This design comes from an exercise in tuning for small area and a short achievable clock period on the open sky130 flow, not from production work. Only simulation tests tie the RTL to the original design; equivalence was not proved. Power figures rest on the tool's default switching activity, not on a simulated workload.

$ cat design/flow/config.mk
export PLATFORM = sky130hd
export DESIGN_NAME = ndscore_top
export DESIGN_NICKNAME = ndscore_top
export VERILOG_FILES = /design/flow/design.v
export SDC_FILE = /design/flow/constraint.sdc
export NUM_CORES = 4
export LEC_CHECK = 0
export CAP_MARGIN = 20
export CORE_MARGIN = 2
export CORE_UTILIZATION = 30
export SLEW_MARGIN = 20
$ cat design/flow/constraint.sdc
create_clock -name core_clock -period 6.0 [get_ports {clk}]
set_input_delay 1.2000 -clock core_clock [delete_from_list [all_inputs] [get_ports {clk}]]
set_output_delay 1.2000 -clock core_clock [all_outputs]
set_load 0.01 [all_outputs]
$ cat design/flow/design.v
`default_nettype none
package ndscore_pkg;
   typedef enum logic [5:0] {
      OPC_ALU1 = 6'b100000,
      OPC_ADDI = 6'b101000,
      OPC_ORI  = 6'b101100,
      OPC_XORI = 6'b101011,
      OPC_MOVI = 6'b100010
   } nds_opcode_e;
   typedef enum logic [4:0] {
      SUB_ADD   = 5'b00000,
      SUB_SUB   = 5'b00001,
      SUB_AND   = 5'b00010,
      SUB_XOR   = 5'b00011,
      SUB_OR    = 5'b00100,
      SUB_SLLI  = 5'b01000,
      SUB_SRLI  = 5'b01001,
      SUB_ROTRI = 5'b01011
   } nds_sub_e;
   typedef enum logic [3:0] {
      ALU_PASS,    
      ALU_ADD,
      ALU_SUB,
      ALU_AND,
      ALU_OR,
      ALU_XOR,
      ALU_SLL,
      ALU_SRL,
      ALU_ROTR
   } nds_alu_op_e;
   typedef struct packed {
      logic                    valid;
      nds_alu_op_e             alu_op;
      logic [32-1:0]  op_a;
      logic [32-1:0]  op_b;
      logic [5-1:0]  dest;
      logic                    wr_en;
   } nds_dec_t;
   typedef struct packed {
      logic                    wr_en;
      logic [5-1:0]  dest;
      logic [32-1:0]  data;
   } nds_wb_t;
endpackage
`default_nettype wire
`timescale 1ns/1ps
`default_nettype none
module ndscore_decoder (
   input  wire                        clk,
   input  wire                        rst_n_i,
   input  wire                        inst_valid_i,
   input  wire  [32-1:0]     inst_i,
   output logic [5-1:0]     rs1_addr_o,
   output logic [5-1:0]     rs2_addr_o,
   input  wire  [32-1:0]     rs1_data_i,
   input  wire  [32-1:0]     rs2_data_i,
   input  ndscore_pkg::nds_wb_t       bypass_i,
   output ndscore_pkg::nds_dec_t      dec_o
);
   ndscore_pkg::nds_opcode_e  opcode;
   ndscore_pkg::nds_sub_e     sub_op;
   ndscore_pkg::nds_alu_op_e  alu_op;
   logic                      writes;
   logic                      use_imm;
   logic [5-1:0]   shamt;
   logic [32-1:0]    imm;
   logic [32-1:0]    imm_se15;
   logic [32-1:0]    imm_ze15;
   logic [32-1:0]    imm_se20;
   logic [32-1:0]    imm_shamt;
   logic [32-1:0]    rs1_val;
   logic [32-1:0]    rs2_val;
   logic                      valid_q;
   logic                      wr_en_q;
   ndscore_pkg::nds_alu_op_e  alu_op_q;
   logic [32-1:0]    op_a_q;
   logic [32-1:0]    op_b_q;
   logic [5-1:0]    dest_q;
   assign opcode = ndscore_pkg::nds_opcode_e'(inst_i[30:25]);
   assign sub_op = ndscore_pkg::nds_sub_e'(inst_i[4:0]);
   assign shamt  = inst_i[14:10];
   assign rs1_addr_o = inst_i[19:15];
   assign rs2_addr_o = inst_i[14:10];
   assign imm_se15  = {{(32-14-1){inst_i[14]}},
                       inst_i[14:0]};
   assign imm_ze15  = {{(32-14-1){1'b0}}, inst_i[14:0]};
   assign imm_se20  = {{(32-19-1){inst_i[19]}},
                       inst_i[19:0]};
   assign imm_shamt = {{(32-5){1'b0}}, shamt};
   always_comb begin
      alu_op  = ndscore_pkg::ALU_PASS;
      writes  = 1'b0;
      use_imm = 1'b0;
      imm     = '0;
      case (opcode)
         ndscore_pkg::OPC_ALU1: begin
            case (sub_op)
               ndscore_pkg::SUB_ADD: begin
                  alu_op = ndscore_pkg::ALU_ADD;
                  writes = 1'b1;
               end
               ndscore_pkg::SUB_SUB: begin
                  alu_op = ndscore_pkg::ALU_SUB;
                  writes = 1'b1;
               end
               ndscore_pkg::SUB_AND: begin
                  alu_op = ndscore_pkg::ALU_AND;
                  writes = 1'b1;
               end
               ndscore_pkg::SUB_OR: begin
                  alu_op = ndscore_pkg::ALU_OR;
                  writes = 1'b1;
               end
               ndscore_pkg::SUB_XOR: begin
                  alu_op = ndscore_pkg::ALU_XOR;
                  writes = 1'b1;
               end
               ndscore_pkg::SUB_SLLI: begin
                  alu_op  = ndscore_pkg::ALU_SLL;
                  writes  = 1'b1;
                  use_imm = 1'b1;
                  imm     = imm_shamt;
               end
               ndscore_pkg::SUB_SRLI: begin
                  alu_op  = ndscore_pkg::ALU_SRL;
                  writes  = (shamt != '0);    
                  use_imm = 1'b1;
                  imm     = imm_shamt;
               end
               ndscore_pkg::SUB_ROTRI: begin
                  alu_op  = ndscore_pkg::ALU_ROTR;
                  writes  = 1'b1;
                  use_imm = 1'b1;
                  imm     = imm_shamt;
               end
               default: begin
                  writes = 1'b0;
               end
            endcase
         end
         ndscore_pkg::OPC_ADDI: begin
            alu_op  = ndscore_pkg::ALU_ADD;
            writes  = 1'b1;
            use_imm = 1'b1;
            imm     = imm_se15;
         end
         ndscore_pkg::OPC_ORI: begin
            alu_op  = ndscore_pkg::ALU_OR;
            writes  = 1'b1;
            use_imm = 1'b1;
            imm     = imm_ze15;
         end
         ndscore_pkg::OPC_XORI: begin
            alu_op  = ndscore_pkg::ALU_XOR;
            writes  = 1'b1;
            use_imm = 1'b1;
            imm     = imm_ze15;
         end
         ndscore_pkg::OPC_MOVI: begin
            writes  = 1'b1;          
            use_imm = 1'b1;
            imm     = imm_se20;
         end
         default: begin
            writes = 1'b0;
         end
      endcase
   end
   assign rs1_val = (bypass_i.wr_en && bypass_i.dest == rs1_addr_o) ? bypass_i.data
                                                                    : rs1_data_i;
   assign rs2_val = (bypass_i.wr_en && bypass_i.dest == rs2_addr_o) ? bypass_i.data
                                                                    : rs2_data_i;
   always_ff @(posedge clk or negedge rst_n_i) begin
      if (!rst_n_i) begin
         valid_q <= 1'b0;
         wr_en_q <= 1'b0;
      end else begin
         valid_q <= inst_valid_i;
         wr_en_q <= inst_valid_i && writes;
      end
   end
   always_ff @(posedge clk) begin
      if (inst_valid_i) begin
         alu_op_q <= alu_op;
         op_a_q   <= rs1_val;
         op_b_q   <= use_imm ? imm : rs2_val;
         dest_q   <= inst_i[24:20];
      end
   end
   assign dec_o.valid  = valid_q;
   assign dec_o.alu_op = alu_op_q;
   assign dec_o.op_a   = op_a_q;
   assign dec_o.op_b   = op_b_q;
   assign dec_o.dest   = dest_q;
   assign dec_o.wr_en  = wr_en_q;
endmodule
`default_nettype wire
`timescale 1ns/1ps
`default_nettype none
module ndscore_alu (
   input  ndscore_pkg::nds_dec_t  dec_i,
   output ndscore_pkg::nds_wb_t   wb_o
);
   logic [5-1:0]   shamt;
   logic [2*32-1:0]  rot_ext;
   logic [32-1:0]    result;
   assign shamt   = dec_i.op_b[5-1:0];
   assign rot_ext = {dec_i.op_a, dec_i.op_a} >> shamt;    
   always_comb begin
      case (dec_i.alu_op)
         ndscore_pkg::ALU_ADD: begin
            result = dec_i.op_a + dec_i.op_b;
         end
         ndscore_pkg::ALU_SUB: begin
            result = dec_i.op_a - dec_i.op_b;
         end
         ndscore_pkg::ALU_AND: begin
            result = dec_i.op_a & dec_i.op_b;
         end
         ndscore_pkg::ALU_OR: begin
            result = dec_i.op_a | dec_i.op_b;
         end
         ndscore_pkg::ALU_XOR: begin
            result = dec_i.op_a ^ dec_i.op_b;
         end
         ndscore_pkg::ALU_SLL: begin
            result = dec_i.op_a << shamt;
         end
         ndscore_pkg::ALU_SRL: begin
            result = dec_i.op_a >> shamt;
         end
         ndscore_pkg::ALU_ROTR: begin
            result = rot_ext[32-1:0];
         end
         default: begin
            result = dec_i.op_b;    
         end
      endcase
   end
   assign wb_o.wr_en = dec_i.valid & dec_i.wr_en;
   assign wb_o.dest  = dec_i.dest;
   assign wb_o.data  = result;
endmodule
`default_nettype wire
`timescale 1ns/1ps
`default_nettype none
module ndscore_regfile (
   input  wire                        clk,
   input  wire                        rst_n_i,
   input  wire  [5-1:0]     rs1_addr_i,
   input  wire  [5-1:0]     rs2_addr_i,
   output logic [32-1:0]     rs1_data_o,
   output logic [32-1:0]     rs2_data_o,
   input  ndscore_pkg::nds_wb_t       wb_i,
   output logic                       result_valid_o,
   output logic [5-1:0]     result_dest_o,
   output logic [32-1:0]     result_data_o
);
   logic [32-1:0] regs [32];
   assign rs1_data_o = regs[rs1_addr_i];
   assign rs2_data_o = regs[rs2_addr_i];
   always_ff @(posedge clk or negedge rst_n_i) begin
      if (!rst_n_i) begin
         for (int i = 0; i < 32; i++) begin
            regs[i] <= '0;
         end
      end else if (wb_i.wr_en) begin
         regs[wb_i.dest] <= wb_i.data;
      end
   end
   always_ff @(posedge clk or negedge rst_n_i) begin
      if (!rst_n_i) begin
         result_valid_o <= 1'b0;
      end else begin
         result_valid_o <= wb_i.wr_en;    
      end
   end
   always_ff @(posedge clk) begin
      if (wb_i.wr_en) begin
         result_dest_o <= wb_i.dest;
         result_data_o <= wb_i.data;
      end
   end
endmodule
`default_nettype wire
`timescale 1ns/1ps
`default_nettype none
module ndscore_top (
   input  wire                        clk,
   input  wire                        rst_n_i,
   input  wire                        inst_valid_i,
   input  wire  [32-1:0]     inst_i,
   output logic                       result_valid_o,
   output logic [5-1:0]     result_dest_o,
   output logic [32-1:0]     result_data_o
);
   logic [5-1:0]  rs1_addr;
   logic [5-1:0]  rs2_addr;
   logic [32-1:0]  rs1_data;
   logic [32-1:0]  rs2_data;
   ndscore_pkg::nds_dec_t   dec;
   ndscore_pkg::nds_wb_t    wb;    
   ndscore_decoder i_decoder (
      .clk          (clk),
      .rst_n_i      (rst_n_i),
      .inst_valid_i (inst_valid_i),
      .inst_i       (inst_i),
      .rs1_addr_o   (rs1_addr),
      .rs2_addr_o   (rs2_addr),
      .rs1_data_i   (rs1_data),
      .rs2_data_i   (rs2_data),
      .bypass_i     (wb),
      .dec_o        (dec)
   );
   ndscore_alu i_alu (
      .dec_i (dec),
      .wb_o  (wb)
   );
   ndscore_regfile i_regfile (
      .clk            (clk),
      .rst_n_i        (rst_n_i),
      .rs1_addr_i     (rs1_addr),
      .rs2_addr_i     (rs2_addr),
      .rs1_data_o     (rs1_data),
      .rs2_data_o     (rs2_data),
      .wb_i           (wb),
      .result_valid_o (result_valid_o),
      .result_dest_o  (result_dest_o),
      .result_data_o  (result_data_o)
   );
endmodule
`default_nettype wire
$ cat design/flow/run.sh
#!/bin/bash
# synth_recipe.tcl (not shown) runs the flow's synth.tcl, then flattens the netlist and writes it again
# the make line also repeats each setting of config.mk as NAME=value (left out here)
make -C /OpenROAD-flow-scripts/flow DESIGN_CONFIG=/design/flow/config.mk WORK_HOME=/design/flow/orfs CLKGATE_MAP_FILE= SYNTH_SCRIPT=/design/flow/synth_recipe.tcl finish
==> metrics.md <==
| Metric | Value |
|---|---|
| Final Max Slew Viols | 0 |
| Die ar. | 214000 um^2 |
| Top delay family on crit path | simple AND/OR/NAND/NOR gates |
| Slowest CP cell | nor4_2 |
| Drt total wl | 352 mm |
| R2r setup slk | 0.37 ns |
| Worst Path Required | 6.54 ns |
| CORE AREA | 209000 um^2 |
| Vias in the first global route | 60400 |
| Final period utilization | 93.9% |
| Pre-CTS setup slack | 0.281 ns |
| Largest net degree at the start of global routing | 177 |
| WP buf/inv | 1 |
| Worst vdd ir | 347 uV |
| FMAX | 0.177 GHz |
| Leak Pwr | 30.9 nW |
| Placed inst area | 68700 um^2 |
| # setup viols final | 0 |
| First-pass GRT wire length | 484 mm |
| Pwr dens | 250 nW/um^2 |
| Final net count | 6979 |
| Status | complete, no violations |
| Die outline height | 462 um |
| Max-Cap Viols | 0 |
| Worst Clk Skew | 0.0391 ns |
| Syn Nets | 7081 |
| Mapped Area | 63000 um^2 |
| #FFs+latches synth | 1137 |
| Routed via count | 64700 |
| Num ports | 73 |
| Antenna Nets Post-Route | 0 |
| Crit start category | flop |
| CTS tree | built |
| Die width | 462 um |
| GRT overflow | 0 |
| Post-Synth Simple-Gate Area | 14.2% |
| Post-synthesis compound-gate area fraction | 25.5% |
| Fraction of registers with async set/reset | 90.3% |
| Final worst path period need | 5.63 ns |
| Drt wl/cell | 36.0 um |
| Mean number of vias per cell | 6.62 |
| Final hold violation count | 0 |
| Clock latency (worst-skew pair) | 0.83 ns |
| Worst-Margin Slew | 1.34 ns |
| Clock slew at reported path FFs | 0.06 ns |
| Mux cell area share after synthesis | 6.52% |
| CP Cell Sequence | nor4_2 > and2_1 > nand2_1 > nor2_1 > nand4_1 > nor3_1 > a41oi_1 > xnor2_1 > ha_1 > a21oi_1 > a21boi_0 > nand2_1 > o32ai_1 > xnor2_2 > a2bb2oi_2 > buf_4 > o21ai_0 |
| Total clock sinks | 1137 |
| Slew margin rel. | 9.46% |
| Hold Path Class | in2async |
| DRC errors left | 0 |
| Hpwl dp | 224 mm |
| Cell area after layout | 73100 um^2 |
| Setup_tns | 0 ns |
| Worst Slack Setup Final | 0.365 ns |
| Post-Synth XOR/XNOR Area | 0.873% |
| Post-synth EDFFs | 110 |
| Largest family of logic cells by synthesized area | compound AO/OA/AOI/OAI gates |
| H-tree depth | 4 |
| RSZ-0062 raised after global routing | no |
| Seq/Total Area, Yosys | 46.0% |
| Syn_area_per_cell | 9.07 um^2 |
| Ys flop type | dfrtp_1 |
| Synthesized-area fraction occupied by adder cells | 1.96% |
| Post-Syn Instances | 6948 |
| WP data arrival | 6.17 ns |
| DR pass1 iterations | 10 |
| Max clock buf depth | 3 |
| CP Capture Type | flop |
| Critical path fanouts, max | 33 |
| Area Growth Syn to Fin | 16.0% |
| Setup Crit Path Kind | reg2reg |
| Cts bufs inserted | 130 |
| Initial antenna violation count | 26 |
| GPL Wtd Cong | 1.02 |
| Critical path's largest stage delay | 0.53 ns |
| Post-CTS setup buffer count | 0 |
| GRT Util Overall | 31.7% |
| Distinct cells, synth | 103 |
| Initial core utilization | 30.1% |
| Row cnt | 168 |
| Drt initial violations | 13200 |
| CTS Root Cell | clkbuf_16 |
| Warnings from Yosys | 4 |
| Most common cell on crit path | nand2_1 |
| Ratio of cells with drive above 1 in the final layout | 13.8% |
| Port Buffers | 71 |
| Fillers | 21300 |
logic make-up (layout without fill, tap and decap cells):
group,count (synthesis),in the layout
other,0,27
AO/OA/AOI/OAI,2511,2511
multiplexers,291,291
adder cells (fa/ha/maj),98,98
flip-flops,1137,1137
XOR/XNOR,62,62
buffers and inverters,771,768
AND/OR/NAND/NOR,2078,2078
registers in the layout, summed over array words and instances, names as in the netlist:
signal,cells
i_regfile.regs,1024
i_decoder.op_a_q,32
i_decoder.op_b_q,32
i_regfile.result_data_o,32
i_decoder.dest_q,5
i_regfile.result_dest_o,5
i_decoder.alu_op_q,4
i_decoder.valid_q,1
i_decoder.wr_en_q,1
i_regfile.result_valid_o,1
report_power, final:
part           switching, mW  internal [mW]
clock network           3.50           4.69
logic                   1.64          0.568
registers             0.0979           7.82
per-layer routing:
| metal | wire length (um) | up-vias | GRT usage [%] |
|---|---|---|---|
| li1 | - | 25400 | - |
| met1 | 129000 | 31500 | 40.5 |
| met2 | 136000 | 6090 | 42.7 |
| met3 | 57200 | 1763 | 14.1 |
| met4 | 29300 | 26 | 21.1 |
| met5 | 374 | - | 0.668 |
metrics by stage:
stage | power, mW | instances | hold slack [ns] | utilization [%]
final | 18.3 | 9777 | 0.362 | 35.0
after global routing | 18.7 | 9753 | 0.382 | 34.9
after CTS | 18.2 | 9747 | 0.379 | 34.9
after detailed placement | 10.1 | 9516 | 0.489 | 32.9
after global placement | 10.1 | 9516 | 0.480 | 32.9
after floorplan | 9.07 | 6948 | 0.424 | -
placed cells by master, fill, tap and decap left out, types with 65 or more instances in the layout:
master / n
mux2_2: 161
dfrtp_1: 1027
nor2_4: 65
clkdlybuf4s50_1: 69
mux4_2: 74
clkbuf_16: 135
nand3_1: 65
nor2_1: 142
o21ai_0: 1038
nor3_1: 89
buf_4: 319
a21oi_1: 170
inv_1: 100
ha_1: 97
nand4_1: 108
edfxtp_1: 110
a22oi_1: 894
nand2_1: 1367
o211ai_1: 66
worst register-to-register path, delay by kind of cell (launching register included):
family | cells | cell delay (ns)
fa+ha+maj | 1 | 0.42
buf+inv | 1 | 0.34
compound gates | 6 | 1.77
flops | 1 | 0.44
simple gates | 7 | 2.06
xor+xnor | 2 | 0.33
synthesized netlist by cell type, drive strengths merged, types with 27 or more instances:
library cell | n | area (um^2)
a21oi | 172 | 868
a221oi | 41 | 359
a22oi | 895 | 6720
a31oi | 27 | 169
buf | 104 | 584
clkbuf | 563 | 2120
dfrtp | 1027 | 25700
edfxtp | 110 | 3300
ha | 97 | 1210
inv | 103 | 387
mux2 | 162 | 1830
mux2i | 52 | 533
mux4 | 77 | 1750
nand2 | 1392 | 5230
nand3 | 73 | 365
nand4 | 108 | 676
nor2 | 208 | 783
nor3 | 92 | 470
nor4 | 65 | 407
o211ai | 66 | 495
o21ai | 1059 | 5310
o31ai | 41 | 313
xnor2 | 44 | 393
timing repair:
| action | 4_1_cts | 5_1_grt |
|---|---|---|
| resized for setup | 0 | 1 |
| endpoints found under the setup margin | 0 | 60 |
| endpoints found under the hold margin | 0 | 0 |
| hold buffers | 0 | 0 |
path summary, 6_finish.rpt:
| check | cells past startpoint | from | endpoint |
|---|---|---|---|
| max reg2reg | 17 | i_decoder.op_b_q[2] | i_decoder.op_a_q[31] |
| min reg2reg | 2 | i_regfile.regs[0][9] | i_regfile.regs[0][9] |
| max | 17 | i_decoder.op_b_q[2] | i_decoder.op_a_q[31] |
| min | 1 | rst_n_i | i_regfile.regs[9][6] |
| min in group core_clock | 2 | i_regfile.regs[0][9] | i_regfile.regs[0][9] |
| max in group asynchronous | 2 | rst_n_i | i_regfile.regs[9][26] |
final cells by class:
| type | count | area, um^2 | share of cell area (%) |
|---|---|---|---|
| multi-input cells | 5040 | 31900 | 43.6 |
| clock inverters | 43 | 484 | 0.662 |
| inverters | 104 | 390 | 0.534 |
| clock buffers | 188 | 3780 | 5.16 |
| diodes | 27 | 67.6 | 0.0924 |
| repair buffers | 433 | 3990 | 5.45 |
| well taps | 2805 | 3510 | 4.80 |
| flip-flops and latches | 1137 | 29000 | 39.7 |

==> re-timing with driven ports <==
Ports are ideal in the flow. The routed layout listed here was re-timed in OpenROAD.
Step 1 (the two cells are an assumption about what drives the block):
set clk [get_ports {clk}]
set_driving_cell -lib_cell sky130_fd_sc_hd__clkbuf_16 $clk
set_driving_cell -lib_cell sky130_fd_sc_hd__buf_2 [delete_from_list [all_inputs] $clk]
Step 2 times the ports against the registers' clock, not the clock port: input delays grow and output delays shrink by t, the midpoint of the rising clock arrivals with the driver on.
Slacks: ideal ports / drivers / drivers and shift; pairs: ideal ports / drivers.
shift t [ns]: 0.901
setup slack, ns: 0.365 / 0.365 / 0.174
worst hold slack (ns): 0.362 / 0.359 / 0.504
worst slew at a driven data input, ns: 0.25
After both steps setup and hold are still met in this run. For this run, drivers alone change the setup slack by 0.000 ns; drivers and shift together by -0.191 ns.
